What follows belongs to an exercise in optimizing a design on an open flow for small area and few clock cycles per item; a production flow would make more cautious choices. The RTL was checked by simulation tests, not by an equivalence proof against the original design. Power figures rest on the tool's default switching activity, not on a simulated workload.

==> wip/fjord: inputs <==
==> flow/design.v <==
package spq_pkg;
    localparam int CAPACITY_DEF  = 16;
    localparam int PRIO_BITS_DEF = 16;
    localparam int VALUE_W = 32;
    localparam int PRIO_W  = 16;
    localparam int COUNT_W = 5;
    localparam int KIND_W  = 2;
    localparam logic [KIND_W-1:0] KIND_ENQ  = 2'd0;
    localparam logic [KIND_W-1:0] KIND_DEQ  = 2'd1;
    localparam logic [KIND_W-1:0] KIND_PEEK = 2'd2;
    typedef enum logic [1:0] {
        ERR_NONE  = 2'd0,
        ERR_FULL  = 2'd1,
        ERR_EMPTY = 2'd2
    } err_t;
    typedef struct packed {
        logic [VALUE_W-1:0] value;
        logic [PRIO_W-1:0]  prio;
    } entry_t;
    typedef struct packed {
        logic   enq;
        logic   deq;
        entry_t fresh;
    } cell_ctl_t;
endpackage
module spq_cell
(
    input  logic                                        clk,
    input  logic                                        ctl_enq,
    input  logic                                        ctl_deq,
    input  logic [spq_pkg::VALUE_W+spq_pkg::PRIO_W-1:0] ctl_fresh,
    input  logic                                        occupied,
    input  logic                                        left_keep,
    input  logic [spq_pkg::VALUE_W+spq_pkg::PRIO_W-1:0] left_entry,
    input  logic [spq_pkg::VALUE_W+spq_pkg::PRIO_W-1:0] right_entry,
    output logic                                        keep,
    output logic [spq_pkg::VALUE_W+spq_pkg::PRIO_W-1:0] entry,
    output logic [spq_pkg::VALUE_W+spq_pkg::PRIO_W-1:0] entry_next
);
    spq_pkg::entry_t entry_reg;
    spq_pkg::entry_t fresh;
    assign fresh = ctl_fresh;
    assign entry = entry_reg;
    assign keep  = occupied && (entry_reg.prio <= fresh.prio);
    always_comb
    begin
        entry_next = entry_reg;
        if (ctl_enq)
        begin
            if (keep)
                entry_next = entry_reg;
            else if (left_keep)
                entry_next = ctl_fresh;
            else
                entry_next = left_entry;
        end
        else if (ctl_deq)
        begin
            entry_next = right_entry;
        end
    end
    always_ff @(posedge clk)
    begin
        entry_reg <= entry_next;
    end
endmodule
module stable_priority_queue
#(
    parameter int CAPACITY  = spq_pkg::CAPACITY_DEF,
    parameter int PRIO_BITS = spq_pkg::PRIO_BITS_DEF
)
(
    input  logic                      clk,
    input  logic                      rst_n,
    input  logic                      in_valid,
    output logic                      in_stall,
    input  logic [spq_pkg::KIND_W-1:0]         kind,
    input  logic signed [spq_pkg::VALUE_W-1:0] item_value,
    input  logic [spq_pkg::PRIO_W-1:0]         item_priority,
    output logic                      out_valid,
    input  logic                      out_stall,
    output logic signed [spq_pkg::VALUE_W-1:0] head_value,
    output logic [spq_pkg::PRIO_W-1:0]         head_priority,
    output logic [spq_pkg::COUNT_W-1:0]        entry_count,
    output logic [1:0]                op_error
);
    localparam int CW = $clog2(CAPACITY + 1);
    localparam int ENTRY_W = spq_pkg::VALUE_W + spq_pkg::PRIO_W;
    localparam logic [spq_pkg::PRIO_W-1:0] PRIO_MASK = (PRIO_BITS >= spq_pkg::PRIO_W) ? {spq_pkg::PRIO_W{1'b1}}
        : spq_pkg::PRIO_W'((64'd1 << PRIO_BITS) - 64'd1);
    localparam logic [CW-1:0] FULL_COUNT = CW'(CAPACITY);
    logic [CW-1:0]      count_reg, count_next;
    logic               out_valid_reg;
    logic [spq_pkg::VALUE_W-1:0] head_value_reg;
    logic [spq_pkg::PRIO_W-1:0]  head_priority_reg;
    logic [CW-1:0]      count_out_reg;
    spq_pkg::err_t               err_reg, err_next;
    logic      accept, full, empty, is_enq, is_deq;
    spq_pkg::cell_ctl_t ctl;
    logic [CAPACITY-1:0][ENTRY_W-1:0] cell_q;
    logic [CAPACITY-1:0][ENTRY_W-1:0] cell_d;
    logic [CAPACITY-1:0]            cell_keep;
    spq_pkg::entry_t head_d;
    assign head_d = cell_d[0];
    assign in_stall = out_valid_reg && out_stall;
    assign accept   = in_valid && !in_stall;
    assign full     = (count_reg == FULL_COUNT);
    assign empty    = (count_reg == '0);
    assign is_enq   = (kind == spq_pkg::KIND_ENQ);
    assign is_deq   = (kind == spq_pkg::KIND_DEQ);
    always_comb
    begin
        ctl.enq         = accept && is_enq && !full;
        ctl.deq         = accept && is_deq && !empty;
        ctl.fresh.value = item_value;
        ctl.fresh.prio  = item_priority & PRIO_MASK;
    end
    genvar g;
    generate
        for (g = 0; g < CAPACITY; g++)
        begin : g_cell
            logic [ENTRY_W-1:0] left_e, right_e;
            logic   left_k;
            if (g == 0)
            begin : g_first
                assign left_e = ctl.fresh;
                assign left_k = 1'b1;
            end
            else
            begin : g_inner
                assign left_e = cell_q[g-1];
                assign left_k = cell_keep[g-1];
            end
            if (g == CAPACITY - 1)
            begin : g_last
                assign right_e = cell_q[g];
            end
            else
            begin : g_mid
                assign right_e = cell_q[g+1];
            end
            spq_cell u_cell (
                .clk         (clk),
                .ctl_enq     (ctl.enq),
                .ctl_deq     (ctl.deq),
                .ctl_fresh   (ctl.fresh),
                .occupied    (CW'(g) < count_reg),
                .left_keep   (left_k),
                .left_entry  (left_e),
                .right_entry (right_e),
                .keep        (cell_keep[g]),
                .entry       (cell_q[g]),
                .entry_next  (cell_d[g])
            );
        end
    endgenerate
    always_comb
    begin
        count_next = count_reg;
        err_next   = spq_pkg::ERR_NONE;
        if (ctl.enq)
            count_next = count_reg + CW'(1);
        else if (ctl.deq)
            count_next = count_reg - CW'(1);
        if (is_enq && full)
            err_next = spq_pkg::ERR_FULL;
        else if (!is_enq && empty)
            err_next = spq_pkg::ERR_EMPTY;
    end
    always_ff @(posedge clk or negedge rst_n)
    begin
        if (!rst_n)
        begin
            count_reg     <= '0;
            out_valid_reg <= 1'b0;
        end
        else
        begin
            if (accept)
            begin
                count_reg     <= count_next;
                out_valid_reg <= 1'b1;
            end
            else if (!out_stall)
            begin
                out_valid_reg <= 1'b0;
            end
        end
    end
    always_ff @(posedge clk)
    begin
        if (accept)
        begin
            count_out_reg <= count_next;
            err_reg       <= err_next;
            if (count_next == '0)
            begin
                head_value_reg    <= '0;
                head_priority_reg <= '0;
            end
            else
            begin
                head_value_reg    <= head_d.value;
                head_priority_reg <= head_d.prio;
            end
        end
    end
    assign out_valid     = out_valid_reg;
    assign head_value    = head_value_reg;
    assign head_priority = head_priority_reg;
    assign entry_count   = spq_pkg::COUNT_W'(count_out_reg);
    assign op_error      = err_reg;
endmodule
==> flow/run.sh <==
#!/bin/bash
# synth_recipe.tcl (not shown) runs the flow's synth.tcl, then flattens the netlist and writes it again
# the make line also repeats each setting of config.mk as NAME=value (left out here)
make -C /OpenROAD-flow-scripts/flow DESIGN_CONFIG=/design/flow/config.mk WORK_HOME=/design/flow/orfs CLKGATE_MAP_FILE= SYNTH_SCRIPT=/design/flow/synth_recipe.tcl finish
==> flow/config.mk <==
export PLATFORM = sky130hd
export DESIGN_NAME = stable_priority_queue
export DESIGN_NICKNAME = stable_priority_queue
export VERILOG_FILES = /design/flow/design.v
export SDC_FILE = /design/flow/constraint.sdc
export NUM_CORES = 4
export LEC_CHECK = 0
export CAP_MARGIN = 20
export CORE_MARGIN = 2
export CORE_UTILIZATION = 40
export SLEW_MARGIN = 20
==> flow/constraint.sdc <==
create_clock -name core_clock -period 4.0 [get_ports {clk}]
set_input_delay 0.8000 -clock core_clock [delete_from_list [all_inputs] [get_ports {clk}]]
set_output_delay 0.8000 -clock core_clock [all_outputs]
set_load 0.01 [all_outputs]
==> wip/ember: changes against wip/fjord <==
==> flow/design.v, changed modules only <==
module spq_cell
#(
    parameter int W = spq_pkg::VALUE_W + spq_pkg::PRIO_W
)
(
    input  logic         clk,
    input  logic         sel_hold,
    input  logic         sel_fresh_n,
    input  logic         sel_left,
    input  logic         sel_right,
    input  logic [W-1:0] fresh_n,
    input  logic [W-1:0] left_entry,
    input  logic [W-1:0] right_entry,
    output logic [W-1:0] entry
);
    logic [W-1:0] entry_reg;
    assign entry = entry_reg;
    always_ff @(posedge clk)
    begin
        entry_reg <= ~(~(({W{sel_hold}}  & entry_reg)
                       | ({W{sel_left}}  & left_entry)
                       | ({W{sel_right}} & right_entry))
                       & ({W{sel_fresh_n}} | fresh_n));
    end
endmodule
module stable_priority_queue
#(
    parameter int CAPACITY  = spq_pkg::CAPACITY_DEF,
    parameter int PRIO_BITS = spq_pkg::PRIO_BITS_DEF
)
(
    input  logic                      clk,
    input  logic                      rst_n,
    input  logic                      in_valid,
    output logic                      in_stall,
    input  logic [spq_pkg::KIND_W-1:0]         kind,
    input  logic signed [spq_pkg::VALUE_W-1:0] item_value,
    input  logic [spq_pkg::PRIO_W-1:0]         item_priority,
    output logic                      out_valid,
    input  logic                      out_stall,
    output logic signed [spq_pkg::VALUE_W-1:0] head_value,
    output logic [spq_pkg::PRIO_W-1:0]         head_priority,
    output logic [spq_pkg::COUNT_W-1:0]        entry_count,
    output logic [1:0]                op_error
);
    localparam int CW = $clog2(CAPACITY + 1);
    localparam int ENTRY_W = spq_pkg::VALUE_W + spq_pkg::PRIO_W;
    localparam logic [spq_pkg::PRIO_W-1:0] PRIO_MASK = (PRIO_BITS >= spq_pkg::PRIO_W) ? {spq_pkg::PRIO_W{1'b1}}
        : spq_pkg::PRIO_W'((64'd1 << PRIO_BITS) - 64'd1);
    localparam logic [CW-1:0] FULL_COUNT = CW'(CAPACITY);
    logic [CW-1:0]      count_reg, count_next;
    logic               out_valid_reg;
    spq_pkg::err_t      err_reg, err_next;
    logic               accept, full, empty, is_enq, is_deq, enq, deq;
    spq_pkg::entry_t    fresh;
    logic [CAPACITY-1:0][ENTRY_W-1:0] cell_q;
    logic [CAPACITY-1:0]            cell_keep;
    logic [CAPACITY-1:0]            occupied;
    spq_pkg::entry_t    head_q;
    function automatic logic prio_le(input logic [spq_pkg::PRIO_W-1:0] a,
                                     input logic [spq_pkg::PRIO_W-1:0] b);
        logic [spq_pkg::PRIO_W-1:0] gt, lt;
        int w;
        gt = a & ~b;
        lt = ~a & b;
        for (w = 1; w < spq_pkg::PRIO_W; w = w * 2)
        begin
            for (int i = 0; i + w < spq_pkg::PRIO_W; i += 2 * w)
            begin
                gt[i] = gt[i + w] | (~lt[i + w] & gt[i]);
                lt[i] = lt[i + w] | (~gt[i + w] & lt[i]);
            end
        end
        prio_le = ~gt[0];
    endfunction
    assign in_stall = out_valid_reg && out_stall;
    assign accept   = in_valid && !in_stall;
    assign full     = (count_reg == FULL_COUNT);
    assign empty    = (count_reg == '0);
    assign is_enq   = (kind == spq_pkg::KIND_ENQ);
    assign is_deq   = (kind == spq_pkg::KIND_DEQ);
    assign enq      = accept && is_enq && !full;
    assign deq      = accept && is_deq && !empty;
    assign fresh.value = item_value;
    assign fresh.prio  = item_priority & PRIO_MASK;
    genvar g;
    generate
        for (g = 0; g < CAPACITY; g++)
        begin : g_cell
            logic [ENTRY_W-1:0] left_e, right_e;
            logic               left_k;
            logic               s_hold, s_fresh, s_left, s_right;
            spq_pkg::entry_t    here;
            assign here         = cell_q[g];
            assign occupied[g]  = CW'(g) < count_reg;
            assign cell_keep[g] = occupied[g] && prio_le(here.prio, fresh.prio);
            if (g == 0)
            begin : g_first
                assign left_e = '0;
                assign left_k = 1'b1;
            end
            else
            begin : g_inner
                assign left_e = cell_q[g-1];
                assign left_k = cell_keep[g-1];
            end
            if (g == CAPACITY - 1)
            begin : g_last
                assign right_e = '0;
                assign s_right = 1'b0;
                assign s_hold  = !enq || cell_keep[g];
            end
            else
            begin : g_mid
                assign right_e = cell_q[g+1];
                assign s_right = deq;
                assign s_hold  = enq ? cell_keep[g] : !deq;
            end
            assign s_fresh = enq && !cell_keep[g] && left_k;
            assign s_left  = enq && !left_k;
            spq_cell #(.W(ENTRY_W)) u_cell (
                .clk         (clk),
                .sel_hold    (s_hold),
                .sel_fresh_n (!s_fresh),
                .sel_left    (s_left),
                .sel_right   (s_right),
                .fresh_n     (~fresh),
                .left_entry  (left_e),
                .right_entry (right_e),
                .entry       (cell_q[g])
            );
        end
    endgenerate
    assign head_q = cell_q[0];
    always_comb
    begin
        count_next = count_reg;
        err_next   = spq_pkg::ERR_NONE;
        if (enq)
            count_next = count_reg + CW'(1);
        else if (deq)
            count_next = count_reg - CW'(1);
        if (is_enq && full)
            err_next = spq_pkg::ERR_FULL;
        else if (!is_enq && empty)
            err_next = spq_pkg::ERR_EMPTY;
    end
    always_ff @(posedge clk or negedge rst_n)
    begin
        if (!rst_n)
        begin
            count_reg     <= '0;
            out_valid_reg <= 1'b0;
        end
        else
        begin
            if (accept)
            begin
                count_reg     <= count_next;
                out_valid_reg <= 1'b1;
            end
            else if (!out_stall)
            begin
                out_valid_reg <= 1'b0;
            end
        end
    end
    always_ff @(posedge clk)
    begin
        if (accept)
            err_reg <= err_next;
    end
    assign out_valid     = out_valid_reg;
    assign head_value    = empty ? '0 : head_q.value;
    assign head_priority = empty ? '0 : head_q.prio;
    assign entry_count   = spq_pkg::COUNT_W'(count_reg);
    assign op_error      = err_reg;
endmodule
==> flow_metrics.py <==
metrics = {
    "final_layout": {
        "multi_input_comb_area_um2": 23100,
    },
    "power": {
        "power.internal_mw": 19.7,
        "switchingPower_mw": 9.32,
        "proportion_of_total_power_due_to_net_switching": 0.321,
        "power.static_leakage_nw": 20.3,
    },
    "synthesis": {
        "post-synth-top-count-cell": "edfxtp_1",
        "synth_adder_area_share": 0.0663,
    },
    "detailed_routing": {
        "dr.first_iter.drc_count": 3847,
        "wire_per_inst_um": 25.1,
    },
    "floorplanning": {
        "core.rowCount": 128,
    },
    "placed_design": {
        "finalWeightedCongestion": 0.856,
    },
    "status": {
        "status": "complete, no violations",
    },
    "global_routing": {
        "grtUsageTotal": 0.247,
    },
}
the above is filed under wip/fjord

==> flow_metrics.py <==
metrics = {
    "power": {
        "switchingPower_mw": 15.0,
        "power.static_leakage_nw": 17.7,
        "power.internal_mw": 23.0,
        "proportion_of_total_power_due_to_net_switching": 0.395,
    },
    "final_layout": {
        "design.seq.count": 776,
    },
    "detailed_routing": {
        "dr.first_iter.drc_count": 5848,
        "wire_per_inst_um": 25.3,
    },
    "floorplanning": {
        "core.rowCount": 113,
    },
    "timing": {
        "post-route-period-util": 0.969,
    },
    "synthesis": {
        "post-synth-top-count-cell": "nand2_1",
        "synth_adder_area_share": 0.0377,
    },
    "status": {
        "status": "complete, no violations",
    },
    "global_routing": {
        "grtUsageTotal": 0.290,
    },
}
the above is filed under wip/ember

Testbench counts of wip/fjord, summed over its fixed seeds: cycles 24,008, items 24,000.
Testbench counts of wip/ember, summed over its fixed seeds: cycles 24,008, items 24,000.

==> what the ideal ports hide <==
The results above use ideal ports. As a check the final layouts listed here were re-extracted and re-timed, cells and wires unchanged. Step 1 (the two cells are an assumption about what drives the block):
set clk [get_ports {clk}]
set_driving_cell -lib_cell sky130_fd_sc_hd__clkbuf_16 $clk
set_driving_cell -lib_cell sky130_fd_sc_hd__buf_2 [delete_from_list [all_inputs] $clk]
Step 2 also shifts input and output timing later by t, the mid clock arrival at the registers, as if the neighbouring blocks saw the same clock. Three values: ideal, step 1, step 2; two values: the first two.
run	t (ns)	slack for setup (ns)	worst register clock-pin slew, ns	worst slew at a driven data input, ns
wip/fjord	0.732	0.230 / 0.283 / -0.449	0.07 / 0.07	0.06
wip/ember	0.714	0.126 / 0.056 / -0.327	0.07 / 0.07	0.05
Met with ideal ports but missed after step 2: setup timing in wip/fjord and wip/ember. For wip/fjord, which loses most, drivers alone change the setup slack by +0.053 ns; drivers and shift together by -0.679 ns.
